This is an optimization exercise on Yosys and OpenROAD, whose aim is a short achievable clock period and few clock cycles per item, not a production implementation. Function was checked by simulation only, so behaviour that the tests miss may differ from the original. No driver is modelled on the clock port, so clock power and skew are understated where the tree is cut down; a real chip needs a root buffer or a tree. Power and IR drop assume default switching activity.

Design comp_mult_top, start of the top module:
module comp_mult_top
#(
    parameter logic [15:0] APB_BASE = '0   
) (
    input  logic  clk,
    input  logic  rst_n,
    input  cmul_types_pkg::addr_t paddr,
    input  logic  pwrite,
    input  cmul_types_pkg::reg_t  pwdata,
    input  logic  psel,
    output logic  pready,
    output cmul_types_pkg::reg_t  prdata,
    output logic  pslverr,
    output logic  mem_ce,
    output logic  mem_we,
    output cmul_types_pkg::addr_t mem_addr,
    output cmul_types_pkg::elem_t mem_wr_data,
    input  cmul_types_pkg::elem_t mem_rd_data
);
Size: roughly 3600 cells after synthesis, roughly 1000 flip-flops, ~88 I/O pins, ~0.042 sq mm of cells after synthesis.
Settings: LEC_CHECK=0, ABC_CLOCK_PERIOD_IN_PS=1500, CAP_MARGIN=20, CORE_MARGIN=2, CORE_UTILIZATION=40, SETUP_SLACK_MARGIN=5.0, SLEW_MARGIN=20; clock period 6.5 ns.
standard.sh (not shown) runs the stock make flow with config.mk's settings and CLKGATE_MAP_FILE= SYNTH_SCRIPT=/design/flow/synth_recipe.tcl, a recipe that flattens the netlist after the stock synthesis.
==> flow/flow/run.sh <==
#!/bin/bash
# Standard ORFS layout (the standard.sh), except that the clock tree is
# built by flow/mycts.tcl (a two-level buffer tree: 4 root buffers fed by the
# clock port, leaf buffers each driving a cluster of about 18 flip-flops) in
# place of TritonCTS. Everything else, synthesis included, is the standard flow.
set -euo pipefail
export MCTS_CLOCK_NET=clk
export MCTS_BUF=sky130_fd_sc_hd__clkbuf_16
export MCTS_ROOT_BUF=sky130_fd_sc_hd__clkbuf_16
export MCTS_SINKS_PER_LEAF=18
export MCTS_ROOTS=4
bash standard.sh finish PRE_CTS_TCL="$PWD/flow/mycts.tcl" > standard_flow.log 2>&1
Other scripts of this flow, unchanged in this note and not shown: flow/flow/mycts.tcl
Testbench counts at the start, summed over its fixed seeds: cycles 21,041, items 2,070.
Change:
--- a/flow/config.mk
+++ b/flow/config.mk
@@ -12 +12 @@
-export SETUP_SLACK_MARGIN = 5.0
+export SETUP_SLACK_MARGIN = 4.6
Effect: Hold slack gets worse by 49 ps. Wire length came out lower by 15%. Clock power is about the same. Total power came out lower by 1.3%. Sequential share of layout area came out higher by 5.6 points. Final cell count came out lower by 5.4%. Worst setup slack gets worse by 92 ps. Synthesized area stays the same. Critical path depth is unchanged.
Change:
--- a/flow/config.mk
+++ b/flow/config.mk
@@ -8 +8 @@
-export ABC_CLOCK_PERIOD_IN_PS = 1500
+export ABC_CLOCK_PERIOD_IN_PS = 1200
@@ -12 +12 @@
-export SETUP_SLACK_MARGIN = 4.6
+export SETUP_SLACK_MARGIN = 5.0
Synthesized cell count stays the same.
Sequential power barely changes.
Via count went up by 8.6%.
Power went up by 1.3%.
Wire length went up by 18%.
Cell area went up by 13%.
Worst hold slack improves by 49 ps.
Cell count went up by 5.7%.
Worst setup slack improves by 92 ps.
Global-route usage went up by 2.4 points.
In every run of this note, the design's own scripts or RTL, not TritonCTS, make the clock network.

---

Another version of the RTL of comp_mult_top (not shown whole).
For scale: about 3,500 cells after synthesis.
clock: 6.5 ns
lec_check: 0
abc_clock_period_in_ps: 2000
cap_margin: 20
core_margin: 2
core_utilization: 40
setup_slack_margin: 4.2
slew_margin: 20
run.sh (not shown) runs the stock make flow with config.mk's settings and CLKGATE_MAP_FILE= SYNTH_SCRIPT=/design/flow/synth_recipe.tcl, a recipe that flattens the netlist after the stock synthesis.
Stock flow here: none of the scripts above is used.
The starting point completed with no timing, DRC or antenna violations.
Testbench counts at the start, summed over its fixed seeds: cycles 21,019, items 2,070.
Then changed:
--- a/flow/config.mk
+++ b/flow/config.mk
@@ -11,2 +11,2 @@
-export CORE_UTILIZATION = 40
-export SETUP_SLACK_MARGIN = 4.2
+export CORE_UTILIZATION = 60
+export SETUP_SLACK_MARGIN = 4.3
=> Critical path depth is higher by 4; wire length rose by 0.81%; via count came out higher by 3.5%; first-iteration DRC count went up by 32%; cell area is about the same; setup slack gains 0.0031 ns; core utilization climbs by 24 points; combinational power rose by about 5%; hold slack stays flat.

---

== v20 ==
Another version of the RTL of comp_mult_top (not shown whole).
Size in the first run: roughly 3500 cells after synthesis, roughly 1000 flip-flops, roughly 88 I/O pins.
Settings: LEC_CHECK=0, ABC_CLOCK_PERIOD_IN_PS=1500, CAP_MARGIN=20, CORE_MARGIN=2, CORE_UTILIZATION=40, SETUP_SLACK_MARGIN=4.4, SLEW_MARGIN=20; clock period 6.5 ns.
standard.sh (not shown) runs the stock make flow with config.mk's settings and CLKGATE_MAP_FILE= SYNTH_SCRIPT=/design/flow/synth_recipe.tcl, a recipe that flattens the netlist after the stock synthesis.
==> flow/flow/run.sh <==
#!/bin/bash
# Standard ORFS layout (the standard.sh), except that the clock tree is
# built by flow/mycts.tcl (a two-level buffer tree: 4 root buffers fed by the
# clock port, leaf buffers each driving a cluster of about 16 flip-flops) in
# place of TritonCTS. Everything else, synthesis included, is the standard flow.
set -euo pipefail
export MCTS_CLOCK_NET=clk
export MCTS_BUF=sky130_fd_sc_hd__clkbuf_16
export MCTS_ROOT_BUF=sky130_fd_sc_hd__clkbuf_16
export MCTS_SINKS_PER_LEAF=16
export MCTS_ROOTS=4
bash standard.sh finish PRE_CTS_TCL="$PWD/flow/mycts.tcl" > standard_flow.log 2>&1
==> flow/flow/mycts.tcl <==
# Two-level clock tree built by hand, used in place of TritonCTS: the clock
# port drives a few root buffers, each root drives a group of leaf buffers,
# each leaf buffer drives a cluster of nearby flip-flops (k-means on the
# flip-flop positions). Every flip-flop sees the same two buffer stages.
# Sourced by ORFS cts.tcl as PRE_CTS_TCL; it replaces clock_tree_synthesis.

proc mcts_kmeans {pts k iters} {
  # pts: list of {x y}; returns list of cluster index per point and centers
  set n [llength $pts]
  set xs [lsort -real [lmap p $pts {lindex $p 0}]]
  set ys [lsort -real [lmap p $pts {lindex $p 1}]]
  # initial centers: points spread by sorted order along a serpentine
  set order [lsort -real -index 0 [lmap p $pts {list [expr {[lindex $p 0] + 0.0}] [lindex $p 1]}]]
  set centers {}
  for {set i 0} {$i < $k} {incr i} {
    set idx [expr {int(($i + 0.5) * $n / $k)}]
    lappend centers [lindex $order $idx]
  }
  set assign {}
  for {set it 0} {$it < $iters} {incr it} {
    set assign {}
    foreach p $pts {
      set best 0; set bd 1e30; set ci 0
      foreach c $centers {
        set dx [expr {[lindex $p 0] - [lindex $c 0]}]
        set dy [expr {[lindex $p 1] - [lindex $c 1]}]
        set d [expr {$dx*$dx + $dy*$dy}]
        if {$d < $bd} { set bd $d; set best $ci }
        incr ci
      }
      lappend assign $best
    }
    set sx [lrepeat $k 0.0]; set sy [lrepeat $k 0.0]; set cnt [lrepeat $k 0]
    foreach p $pts a $assign {
      lset sx $a [expr {[lindex $sx $a] + [lindex $p 0]}]
      lset sy $a [expr {[lindex $sy $a] + [lindex $p 1]}]
      lset cnt $a [expr {[lindex $cnt $a] + 1}]
    }
    set nc {}
    for {set i 0} {$i < $k} {incr i} {
      if {[lindex $cnt $i] > 0} {
        lappend nc [list [expr {[lindex $sx $i] / [lindex $cnt $i]}] [expr {[lindex $sy $i] / [lindex $cnt $i]}]]
      } else {
        lappend nc [lindex $centers $i]
      }
    }
    set centers $nc
  }
  return [list $assign $centers]
}

# balanced split: cap each cluster size by moving the farthest members out
proc mcts_balance {pts assign centers cap} {
  set k [llength $centers]
  for {set pass 0} {$pass < 20} {incr pass} {
    set cnt [lrepeat $k 0]
    foreach a $assign { lset cnt $a [expr {[lindex $cnt $a] + 1}] }
    set over 0
    for {set c 0} {$c < $k} {incr c} { if {[lindex $cnt $c] > $cap} { set over 1 } }
    if {!$over} { break }
    set i 0
    foreach p $pts a $assign {
      if {[lindex $cnt $a] > $cap} {
        # move to nearest cluster with room
        set best -1; set bd 1e30
        for {set c 0} {$c < $k} {incr c} {
          if {$c == $a || [lindex $cnt $c] >= $cap} continue
          set cc [lindex $centers $c]
          set dx [expr {[lindex $p 0] - [lindex $cc 0]}]
          set dy [expr {[lindex $p 1] - [lindex $cc 1]}]
          set d [expr {$dx*$dx + $dy*$dy}]
          if {$d < $bd} { set bd $d; set best $c }
        }
        set ca [lindex $centers $a]
        set dx [expr {[lindex $p 0] - [lindex $ca 0]}]
        set dy [expr {[lindex $p 1] - [lindex $ca 1]}]
        if {$best >= 0 && $bd < 4.0 * ($dx*$dx + $dy*$dy) + 1e8} {
          lset assign $i $best
          lset cnt $a [expr {[lindex $cnt $a] - 1}]
          lset cnt $best [expr {[lindex $cnt $best] + 1}]
        }
      }
      incr i
    }
  }
  return $assign
}

proc mcts_build {} {
  set db [ord::get_db]
  set block [ord::get_db_block]
  set clk [$block findNet $::env(MCTS_CLOCK_NET)]
  set buf [$db findMaster $::env(MCTS_BUF)]
  set rootbuf [$db findMaster $::env(MCTS_ROOT_BUF)]
  set sink_cap $::env(MCTS_SINKS_PER_LEAF)
  set nroots $::env(MCTS_ROOTS)

  set sinks {}
  set pts {}
  foreach it [$clk getITerms] {
    set inst [$it getInst]
    set bb [$inst getBBox]
    lappend sinks $it
    lappend pts [list [expr {([$bb xMin] + [$bb xMax]) / 2.0}] [expr {([$bb yMin] + [$bb yMax]) / 2.0}]]
  }
  set n [llength $sinks]
  set k [expr {int(ceil(double($n) / $sink_cap))}]
  puts "MCTS: $n sinks, $k leaf buffers, $nroots root buffers"
  lassign [mcts_kmeans $pts $k 25] assign centers
  set assign [mcts_balance $pts $assign $centers [expr {$sink_cap + 2}]]
  # recompute centers
  set sx [lrepeat $k 0.0]; set sy [lrepeat $k 0.0]; set cnt [lrepeat $k 0]
  foreach p $pts a $assign {
    lset sx $a [expr {[lindex $sx $a] + [lindex $p 0]}]
    lset sy $a [expr {[lindex $sy $a] + [lindex $p 1]}]
    lset cnt $a [expr {[lindex $cnt $a] + 1}]
  }
  set leafpts {}
  for {set i 0} {$i < $k} {incr i} {
    if {[lindex $cnt $i] == 0} { lappend leafpts {} ; continue }
    lappend leafpts [list [expr {[lindex $sx $i] / [lindex $cnt $i]}] [expr {[lindex $sy $i] / [lindex $cnt $i]}]]
  }
  # leaf buffers and nets
  set leafbufs {}
  for {set i 0} {$i < $k} {incr i} {
    if {[lindex $cnt $i] == 0} { lappend leafbufs {}; continue }
    set b [odb::dbInst_create $block $buf "mcts_leaf_$i"]
    set p [lindex $leafpts $i]
    $b setLocation [expr {int([lindex $p 0])}] [expr {int([lindex $p 1])}]
    $b setPlacementStatus PLACED
    set nn [odb::dbNet_create $block "mcts_leaf_net_$i"]
    $nn setSigType CLOCK
    [$b findITerm X] connect $nn
    lappend leafbufs $b
  }
  foreach it $sinks a $assign {
    $it disconnect
    $it connect [$block findNet "mcts_leaf_net_$a"]
  }
  # roots: cluster the leaf buffers
  set lpts {}; set lids {}
  for {set i 0} {$i < $k} {incr i} {
    if {[lindex $cnt $i] == 0} continue
    lappend lpts [lindex $leafpts $i]; lappend lids $i
  }
  lassign [mcts_kmeans $lpts $nroots 25] rassign rcenters
  for {set r 0} {$r < $nroots} {incr r} {
    set b [odb::dbInst_create $block $rootbuf "mcts_root_$r"]
    set p [lindex $rcenters $r]
    $b setLocation [expr {int([lindex $p 0])}] [expr {int([lindex $p 1])}]
    $b setPlacementStatus PLACED
    set nn [odb::dbNet_create $block "mcts_root_net_$r"]
    $nn setSigType CLOCK
    [$b findITerm X] connect $nn
    [$b findITerm A] connect $clk
  }
  foreach i $lids r $rassign {
    [[lindex $leafbufs $i] findITerm A] connect [$block findNet "mcts_root_net_$r"]
  }
  global_connect
  puts "MCTS: done"
}

# output ports: the port buffer and the register feeding it get a drive
# strength suited to the long wire between them (same cell types)
proc mcts_size_outputs {} {
  set block [ord::get_db_block]
  foreach bt [$block getBTerms] {
    if {[$bt getIoType] != "OUTPUT"} continue
    set net [$bt getNet]
    if {$net == "NULL" || $net == ""} continue
    foreach it [$net getITerms] {
      if {![$it isOutputSignal]} continue
      set inst [$it getInst]
      set m [[$inst getMaster] getName]
      if {![regexp {^sky130_fd_sc_hd__(clk)?buf_[0-9]+$} $m]} continue
      if {$m != "sky130_fd_sc_hd__buf_6"} {
        replace_cell [$inst getName] sky130_fd_sc_hd__buf_6
      }
      set a [$inst findITerm A]
      set n2 [$a getNet]
      if {$n2 == "NULL" || $n2 == ""} continue
      foreach it2 [$n2 getITerms] {
        if {![$it2 isOutputSignal]} continue
        set f [$it2 getInst]
        set fm [[$f getMaster] getName]
        if {[regexp {^(sky130_fd_sc_hd__(dfxtp|dfrtp))_1$} $fm -> base]} {
          replace_cell [$f getName] ${base}_2
        }
      }
    }
  }
  puts "MCTS: output drivers sized"
}

rename clock_tree_synthesis mcts_orig_clock_tree_synthesis
proc clock_tree_synthesis {args} {
  mcts_size_outputs
  mcts_build
}
Both conditions hold for v20: the flow ran to the end and the final layout passed the timing, design-rule and antenna checks.
Testbench counts of v20, summed over its fixed seeds: cycles 21,041, items 2,070.
What v13 does differently from v20 at the input level:
--- a/flow/flow/mycts.tcl
+++ b/flow/flow/mycts.tcl
@@ -163,37 +163,4 @@
 
-# output ports: the port buffer and the register feeding it get a drive
-# strength suited to the long wire between them (same cell types)
-proc mcts_size_outputs {} {
-  set block [ord::get_db_block]
-  foreach bt [$block getBTerms] {
-    if {[$bt getIoType] != "OUTPUT"} continue
-    set net [$bt getNet]
-    if {$net == "NULL" || $net == ""} continue
-    foreach it [$net getITerms] {
-      if {![$it isOutputSignal]} continue
-      set inst [$it getInst]
-      set m [[$inst getMaster] getName]
-      if {![regexp {^sky130_fd_sc_hd__(clk)?buf_[0-9]+$} $m]} continue
-      if {$m != "sky130_fd_sc_hd__buf_6"} {
-        replace_cell [$inst getName] sky130_fd_sc_hd__buf_6
-      }
-      set a [$inst findITerm A]
-      set n2 [$a getNet]
-      if {$n2 == "NULL" || $n2 == ""} continue
-      foreach it2 [$n2 getITerms] {
-        if {![$it2 isOutputSignal]} continue
-        set f [$it2 getInst]
-        set fm [[$f getMaster] getName]
-        if {[regexp {^(sky130_fd_sc_hd__(dfxtp|dfrtp))_1$} $fm -> base]} {
-          replace_cell [$f getName] ${base}_2
-        }
-      }
-    }
-  }
-  puts "MCTS: output drivers sized"
-}
-
 rename clock_tree_synthesis mcts_orig_clock_tree_synthesis
 proc clock_tree_synthesis {args} {
-  mcts_size_outputs
   mcts_build
==> comparison <==
On number of antenna violations at the first check in global routing, v20 tracks v13 almost exactly.
Re mean cell area of the mapped netlist: no difference whatsoever between v20 and v13.
Number of gates resized after cts: v20 vs v13 — no meaningful difference
Compared with v20, in v13 multiplexer share of the synthesized area ~0 delta; footprint of the flip-flops and latches ~0 delta; layout overhead on the synthesized area ~0 delta; total DRC errors in the routed layout ~0 delta.
Delta (v13 minus v20): area of all placed cells without fillers neither gained nor lost much; wire length per cell after detailed routing neither gained nor lost much; area after synthesis neither gained nor lost much.
For v22, these inputs were changed with respect to v13:
- SETUP_SLACK_MARGIN now 4.6, was 4.4
--- a/flow/flow/mycts.tcl
+++ b/flow/flow/mycts.tcl
@@ -163,4 +163,37 @@
 
+# output ports: the port buffer and the register feeding it get a drive
+# strength suited to the long wire between them (same cell types)
+proc mcts_size_outputs {} {
+  set block [ord::get_db_block]
+  foreach bt [$block getBTerms] {
+    if {[$bt getIoType] != "OUTPUT"} continue
+    set net [$bt getNet]
+    if {$net == "NULL" || $net == ""} continue
+    foreach it [$net getITerms] {
+      if {![$it isOutputSignal]} continue
+      set inst [$it getInst]
+      set m [[$inst getMaster] getName]
+      if {![regexp {^sky130_fd_sc_hd__(clk)?buf_[0-9]+$} $m]} continue
+      if {$m != "sky130_fd_sc_hd__buf_6"} {
+        replace_cell [$inst getName] sky130_fd_sc_hd__buf_6
+      }
+      set a [$inst findITerm A]
+      set n2 [$a getNet]
+      if {$n2 == "NULL" || $n2 == ""} continue
+      foreach it2 [$n2 getITerms] {
+        if {![$it2 isOutputSignal]} continue
+        set f [$it2 getInst]
+        set fm [[$f getMaster] getName]
+        if {[regexp {^(sky130_fd_sc_hd__(dfxtp|dfrtp))_1$} $fm -> base]} {
+          replace_cell [$f getName] ${base}_2
+        }
+      }
+    }
+  }
+  puts "MCTS: output drivers sized"
+}
+
 rename clock_tree_synthesis mcts_orig_clock_tree_synthesis
 proc clock_tree_synthesis {args} {
+  mcts_size_outputs
   mcts_build
[summary]
Summary of v22 over v13: sequential share of layout area went down by 1.3 points, power was more or less identical, switching part of the total power was more or less identical.
No run of this note takes its clock network from TritonCTS; it comes from the design's own scripts or RTL.

## afterwards: timing with drivers on the ports
In the flow no input, the clock included, has a driving cell. The finished layouts below were timed again as built, in two steps.
Step 1: set_driving_cell puts a clkbuf_16 on clk and a buf_2 on each other input, an assumption about the parent block.
Step 2 moves the port delays by t, midway between the first and last clock arrival at a register: inputs arrive t later, outputs are due t later. That takes back most of the time a late clock gives input paths.
Three values: ideal ports, drivers, drivers and shift; two values: the first two.
run	t (ns)	slack for setup (ns)	worst register clock-pin slew, ns
the first run of note 1	0.610	4.247 / 4.096 / 3.833	0.09 / 0.09
the second run of note 1	0.593	4.155 / 4.014 / 3.895	0.09 / 0.09
the third run of note 1	0.610	4.247 / 4.096 / 3.833	0.09 / 0.09
the first run of note 2	0.683	4.069 / 4.006 / 3.615	0.07 / 0.07
the second run of note 2	0.665	4.072 / 4.008 / 3.750	0.07 / 0.07
v20	0.606	4.199 / 4.063 / 3.679	0.10 / 0.10
v13	0.606	4.199 / 4.063 / 3.679	0.10 / 0.10
v22	0.615	4.248 / 4.111 / 3.756	0.09 / 0.09
After both steps setup and hold are still met in every run listed.
